What follows belongs to an exercise in optimizing a design on an open flow for a short achievable clock period and few clock cycles; a production flow would make more cautious choices.
Only simulation tests tie the RTL to the original design; equivalence was not proved.
Power figures rest on the tool's default switching activity, not on a simulated workload.

==> run M: inputs <==
// cpu16_top
module cpu16_top (
	input logic clock,
	input logic reset,
	input logic load_write,
	input logic load_target,
	input cpu16_pkg::addr_t load_address,
	input cpu16_pkg::word_t load_data,
	input cpu16_pkg::word_t in_data,
	input logic in_ack,
	input logic out_ack,
	output cpu16_pkg::addr_t pc,
	output logic in_req,
	output logic out_req,
	output cpu16_pkg::word_t out_data
);
	cpu16_pkg::word_t instruction;
	cpu16_pkg::word_t data_read;
	cpu16_pkg::word_t register_value;
	cpu16_pkg::word_t alu_result;
	cpu16_pkg::addr_t program_address;
	cpu16_pkg::addr_t data_address;
	cpu16_pkg::addr_t immediate;
	cpu16_pkg::reg_sel_t reg_select;
	cpu16_pkg::alu_op_t alu_op;
	logic data_write;
	logic reg_write;
	logic instruction_load_write;
	logic data_load_write;
	assign instruction_load_write = load_write && !load_target;
	assign data_load_write = load_write && load_target;
	cpu16_control u_control (
		.clock(clock),
		.reset(reset),
		.instruction(instruction),
		.register_value(register_value),
		.in_ack(in_ack),
		.out_ack(out_ack),
		.program_address(program_address),
		.data_address(data_address),
		.data_write(data_write),
		.reg_select(reg_select),
		.reg_write(reg_write),
		.alu_op(alu_op),
		.immediate(immediate),
		.in_req(in_req),
		.out_req(out_req),
  ...
==> flow/config.mk <==
export PLATFORM = sky130hd
export DESIGN_NAME = cpu16_top
export DESIGN_NICKNAME = cpu16_top
export VERILOG_FILES = /design/flow/design.v
export SDC_FILE = /design/flow/constraint.sdc
export NUM_CORES = 4
export LEC_CHECK = 0
export CAP_MARGIN = 20
export CORE_MARGIN = 2
export CORE_UTILIZATION = 45
export SLEW_MARGIN = 20
==> flow/constraint.sdc <==
create_clock -name core_clock -period 7.5 [get_ports {clock}]
set_input_delay 1.5000 -clock core_clock [delete_from_list [all_inputs] [get_ports {clock}]]
set_output_delay 1.5000 -clock core_clock [all_outputs]
set_load 0.01 [all_outputs]
run.sh (not shown) runs the stock make flow with config.mk's settings and CLKGATE_MAP_FILE= SYNTH_SCRIPT=/design/flow/synth_recipe.tcl, a recipe that flattens the netlist after the stock synthesis.
==> run C (differences from run M) <==
--- a/flow/design.v
+++ b/flow/design.v
@@ -35,29 +35,30 @@
 		out_wait_release
 	} state_t;
 endpackage
 `timescale 1ns/1ns
 module cpu16_memory (
 	input logic clock,
 	input cpu16_pkg::addr_t address,
+	input cpu16_pkg::addr_t write_address,
 	input logic write,
 	input cpu16_pkg::word_t write_data,
 	input logic load_write,
 	input cpu16_pkg::addr_t load_address,
 	input cpu16_pkg::word_t load_data,
 	output cpu16_pkg::word_t read_data
 );
 	cpu16_pkg::word_t storage [0:255];
 	cpu16_pkg::addr_t read_address;
 	always_ff @(posedge clock)
 	begin
 		if (load_write)
 			storage[load_address] <= load_data;
 		else if (write)
-			storage[address] <= write_data;
+			storage[write_address] <= write_data;
 	end
 	always_ff @(posedge clock)
 	begin
 		read_address <= address;
 	end
 	assign read_data = storage[read_address];
 endmodule
@@ -149,148 +150,124 @@
 	output cpu16_pkg::addr_t immediate,
 	output logic in_req,
 	output logic out_req,
 	output cpu16_pkg::word_t out_data,
 	output cpu16_pkg::addr_t pc
 );
 	cpu16_pkg::state_t state;
-	cpu16_pkg::state_t state_next;
 	cpu16_pkg::word_t instruction_register;
-	cpu16_pkg::addr_t program_counter;
+	logic execute_valid;
+	logic decode_valid;
+	cpu16_pkg::addr_t execute_next_pc;
+	cpu16_pkg::addr_t decode_pc;
 	cpu16_pkg::addr_t operand_field;
 	cpu16_pkg::opcode_t opcode;
 	logic branch_taken;
+	logic is_io;
+	logic stall;
 	assign opcode = instruction_register[cpu16_pkg::word_width-1 -: cpu16_pkg::opcode_width];
 	assign reg_select = instruction_register[9:8];
 	assign operand_field = instruction_register[cpu16_pkg::addr_width-1:0];
-	assign program_address = program_counter;
-	assign pc = program_counter;
-	assign data_address = operand_field;
 	assign immediate = operand_field;
-	assign data_write = (state == cpu16_pkg::decode) && (opcode == cpu16_pkg::op_store);
+	assign data_address = instruction[cpu16_pkg::addr_width-1:0];
+	cpu16_pkg::addr_t io_pc;
+	assign pc = io_pc;
+	assign is_io = (opcode == cpu16_pkg::op_in) || (opcode == cpu16_pkg::op_out);
 	always_comb
 	begin
-		case (opcode)
-			cpu16_pkg::op_jump: branch_taken = 1'b1;
-			cpu16_pkg::op_jneg: branch_taken = register_value[cpu16_pkg::word_width-1];
-			cpu16_pkg::op_jzero: branch_taken = (register_value == '0);
-			default: branch_taken = 1'b0;
-		endcase
+		branch_taken = 1'b0;
+		if (execute_valid)
+			case (opcode)
+				cpu16_pkg::op_jneg: branch_taken = register_value[cpu16_pkg::word_width-1];
+				cpu16_pkg::op_jzero: branch_taken = (register_value == '0);
+				default: branch_taken = 1'b0;
+			endcase
+	end
+	logic io_ready;
+	logic is_in, is_out;
+	assign is_in = execute_valid && (opcode == cpu16_pkg::op_in);
+	assign is_out = execute_valid && (opcode == cpu16_pkg::op_out);
+	assign io_ready = !in_req && !out_req &&
+		((state != cpu16_pkg::in_wait_release) || (!in_ack && !out_ack));
+	assign stall = (is_out && !io_ready) || (is_in && !(in_req && in_ack));
+	logic decode_jump;
+	cpu16_pkg::addr_t decode_next;
+	assign decode_jump = decode_valid && (instruction[15:10] == cpu16_pkg::op_jump);
+	assign decode_next = decode_jump ? instruction[cpu16_pkg::addr_width-1:0] : decode_pc + cpu16_pkg::addr_t'(1);
+	always_comb
+	begin
+		if (stall)
+			program_address = decode_pc;
+		else if (branch_taken)
+			program_address = operand_field;
+		else
+			program_address = decode_next;
 	end
+	assign data_write = execute_valid && (opcode == cpu16_pkg::op_store);
 	always_comb
 	begin
 		case (opcode)
 			cpu16_pkg::op_add: alu_op = cpu16_pkg::alu_mem_sum;
 			cpu16_pkg::op_addi: alu_op = cpu16_pkg::alu_imm_sum;
 			cpu16_pkg::op_subt: alu_op = cpu16_pkg::alu_imm_diff;
 			cpu16_pkg::op_in: alu_op = cpu16_pkg::alu_in_pass;
 			default: alu_op = cpu16_pkg::alu_mem_pass;
 		endcase
 	end
-	always_comb
-	begin
-		case (state)
-			cpu16_pkg::execute:
-				reg_write = (opcode == cpu16_pkg::op_add) || (opcode == cpu16_pkg::op_load) ||
-					(opcode == cpu16_pkg::op_subt) || (opcode == cpu16_pkg::op_addi);
-			cpu16_pkg::in_wait_ack:
-				reg_write = in_ack;
-			default:
-				reg_write = 1'b0;
-		endcase
-	end
-	always_comb
-	begin
-		state_next = state;
-		case (state)
-			cpu16_pkg::fetch:
-				state_next = cpu16_pkg::load_ir;
-			cpu16_pkg::load_ir:
-				state_next = cpu16_pkg::decode;
-			cpu16_pkg::decode:
-				state_next = cpu16_pkg::execute;
-			cpu16_pkg::execute:
-			begin
-				if (opcode == cpu16_pkg::op_in)
-					state_next = cpu16_pkg::in_wait_ack;
-				else if (opcode == cpu16_pkg::op_out)
-					state_next = cpu16_pkg::out_wait_ack;
-				else
-					state_next = cpu16_pkg::fetch;
-			end
-			cpu16_pkg::in_wait_ack:
-			begin
-				if (in_ack)
-					state_next = cpu16_pkg::in_wait_release;
-			end
-			cpu16_pkg::in_wait_release:
-			begin
-				if (!in_ack)
-					state_next = cpu16_pkg::fetch;
-			end
-			cpu16_pkg::out_wait_ack:
-			begin
-				if (out_ack)
-					state_next = cpu16_pkg::out_wait_release;
-			end
-			cpu16_pkg::out_wait_release:
-			begin
-				if (!out_ack)
-					state_next = cpu16_pkg::fetch;
-			end
-			default:
-				state_next = cpu16_pkg::fetch;
-		endcase
-	end
+	assign reg_write = (execute_valid && ((opcode == cpu16_pkg::op_add) || (opcode == cpu16_pkg::op_load) ||
+		(opcode == cpu16_pkg::op_subt) || (opcode == cpu16_pkg::op_addi))) || (is_in && in_req && in_ack);
 	always_ff @(posedge clock or posedge reset)
 	begin
 		if (reset)
 		begin
-			state <= cpu16_pkg::fetch;
-			program_counter <= '0;
+			state <= cpu16_pkg::execute;
+			execute_valid <= 1'b0;
+			execute_next_pc <= '0;
+			decode_valid <= 1'b0;
+			decode_pc <= 8'hff;
 			instruction_register <= '0;
 			in_req <= 1'b0;
 			out_req <= 1'b0;
 			out_data <= '0;
+			io_pc <= '0;
 		end
 		else
 		begin
-			state <= state_next;
-			case (state)
-				cpu16_pkg::load_ir:
-				begin
-					instruction_register <= instruction;
-					program_counter <= program_counter + cpu16_pkg::addr_t'(1);
-				end
-				cpu16_pkg::execute:
-				begin
-					if (branch_taken)
-						program_counter <= operand_field;
-					if (opcode == cpu16_pkg::op_in)
-						in_req <= 1'b1;
-					if (opcode == cpu16_pkg::op_out)
-					begin
-						out_req <= 1'b1;
-						out_data <= register_value;
-					end
-				end
-				cpu16_pkg::in_wait_ack:
-				begin
-					if (in_ack)
-						in_req <= 1'b0;
-				end
-				cpu16_pkg::out_wait_ack:
+			if (out_req && out_ack)
+				out_req <= 1'b0;
+			else if (is_out && io_ready)
+				out_req <= 1'b1;
+			if (in_req && in_ack)
+				in_req <= 1'b0;
+			else if (is_in && io_ready)
+				in_req <= 1'b1;
+			if ((is_out || is_in) && io_ready)
+				io_pc <= execute_next_pc;
+			if (is_out && io_ready)
+				out_data <= register_value;
+			if ((out_req && out_ack) || (in_req && in_ack))
+				state <= cpu16_pkg::in_wait_release;
+			else if (!in_ack && !out_ack)
+				state <= cpu16_pkg::execute;
+			if (!stall)
+			begin
+				decode_valid <= 1'b1;
+				if (branch_taken)
 				begin
-					if (out_ack)
-						out_req <= 1'b0;
+					execute_valid <= 1'b0;
+					decode_pc <= operand_field;
 				end
-				default:
+				else
 				begin
+					execute_valid <= decode_valid;
+					instruction_register <= instruction;
+					execute_next_pc <= decode_pc + cpu16_pkg::addr_t'(1);
+					decode_pc <= decode_next;
 				end
-			endcase
+			end
 		end
 	end
 endmodule
 `timescale 1ns/1ns
 module cpu16_top (
 	input logic clock,
 	input logic reset,
@@ -355,24 +332,26 @@
 		.immediate(immediate),
 		.in_data(in_data),
 		.result(alu_result)
 	);
 	cpu16_memory u_instruction_memory (
 		.clock(clock),
 		.address(program_address),
+		.write_address(program_address),
 		.write(1'b0),
 		.write_data('0),
 		.load_write(instruction_load_write),
 		.load_address(load_address),
 		.load_data(load_data),
 		.read_data(instruction)
 	);
 	cpu16_memory u_data_memory (
 		.clock(clock),
 		.address(data_address),
+		.write_address(immediate),
 		.write(data_write),
 		.write_data(register_value),
 		.load_write(data_load_write),
 		.load_address(load_address),
 		.load_data(load_data),
 		.read_data(data_read)
 	);
ABC_CLOCK_PERIOD_IN_PS = 3000   (was default)
CORE_UTILIZATION = 42   (was 45)
SETUP_SLACK_MARGIN = 3.0   (was default)
==> qor summary <==
Outcome: run C no timing/DRC/antenna violations; run M no timing/DRC/antenna violations
Number of inserted filler cells in the final layout: run C 60,806; run M 55,249
Worst stage delay on the critical path: run C 560 ps; run M 680 ps
Post-synthesis share of cell area spent on xor and xnor gates: run C 0.08710%; run M 0.06832%
WL met1: run C 364.9 mm; run M 355.0 mm
Via/cell ratio: run C 6.068; run M 6.148
Cell type of the slowest stage on the worst timing path: run C sky130_fd_sc_hd__dfxtp_4; run M sky130_fd_sc_hd__a221oi_1
Row count: run C 321; run M 310
Internal Dissipation: run C 95.00 mW; run M 90.02 mW
RSZ-0062 raised after global routing: run C true; run M false
GRT Total Usage: run C 23.28%; run M 24.16%
CTS sink cnt: run C 8,334; run M 8,317
Adder-cell share of the synthesized area: run C 0.09176%; run M 0.09213%
Slew at the pin closest to its max-slew limit: run C 1244 ps; run M 1264 ps
Simple-Gate Fraction of Synth Area: run C 1.677%; run M 1.683%
Sequential fraction of total cell area: run C 66.93%; run M 68.36%
Clock power share: run C 27.5%; run M 29.4%
Top fanout value on the critical path: run C 15; run M 36
Total of flip-flops plus latches after synthesis: run C 8,334; run M 8,317
Post-layout util: run C 48.80%; run M 51.22%
Testbench counts of run M, summed over its fixed seeds: cycles 49,313.
Testbench counts of run C, summed over its fixed seeds: cycles 12,748.

[separate check: timing with driven ports]
In the flow no input, the clock included, has a driving cell. The finished layouts below were timed again as built, in two steps.
Step 1 sets driving cells, clkbuf_16 on the clock port and buf_2 on the other inputs (assumed; they add their load-dependent delay and slew).
Step 2, shift: input delay + t, output delay - t, t = (earliest + latest rising clock arrival at the registers) / 2. This alone moves slack from input paths to output paths.
Three values: ideal, step 1, step 2; two values: the first two.
| run | t (ns) | setup WS [ns] | worst setup path at the end | worst register clock-pin slew, ns | pins driven straight from the clock port |
|---|---|---|---|---|---|
| run M | 1.279 | 0.216 / 0.216 / 0.216 | register to register | 0.07 / 0.07 | 1 |
| run C | 1.302 | 1.322 / 1.322 / 1.322 | register to register | 0.07 / 0.07 | 1 |
After both steps setup and hold are still met in every run listed.
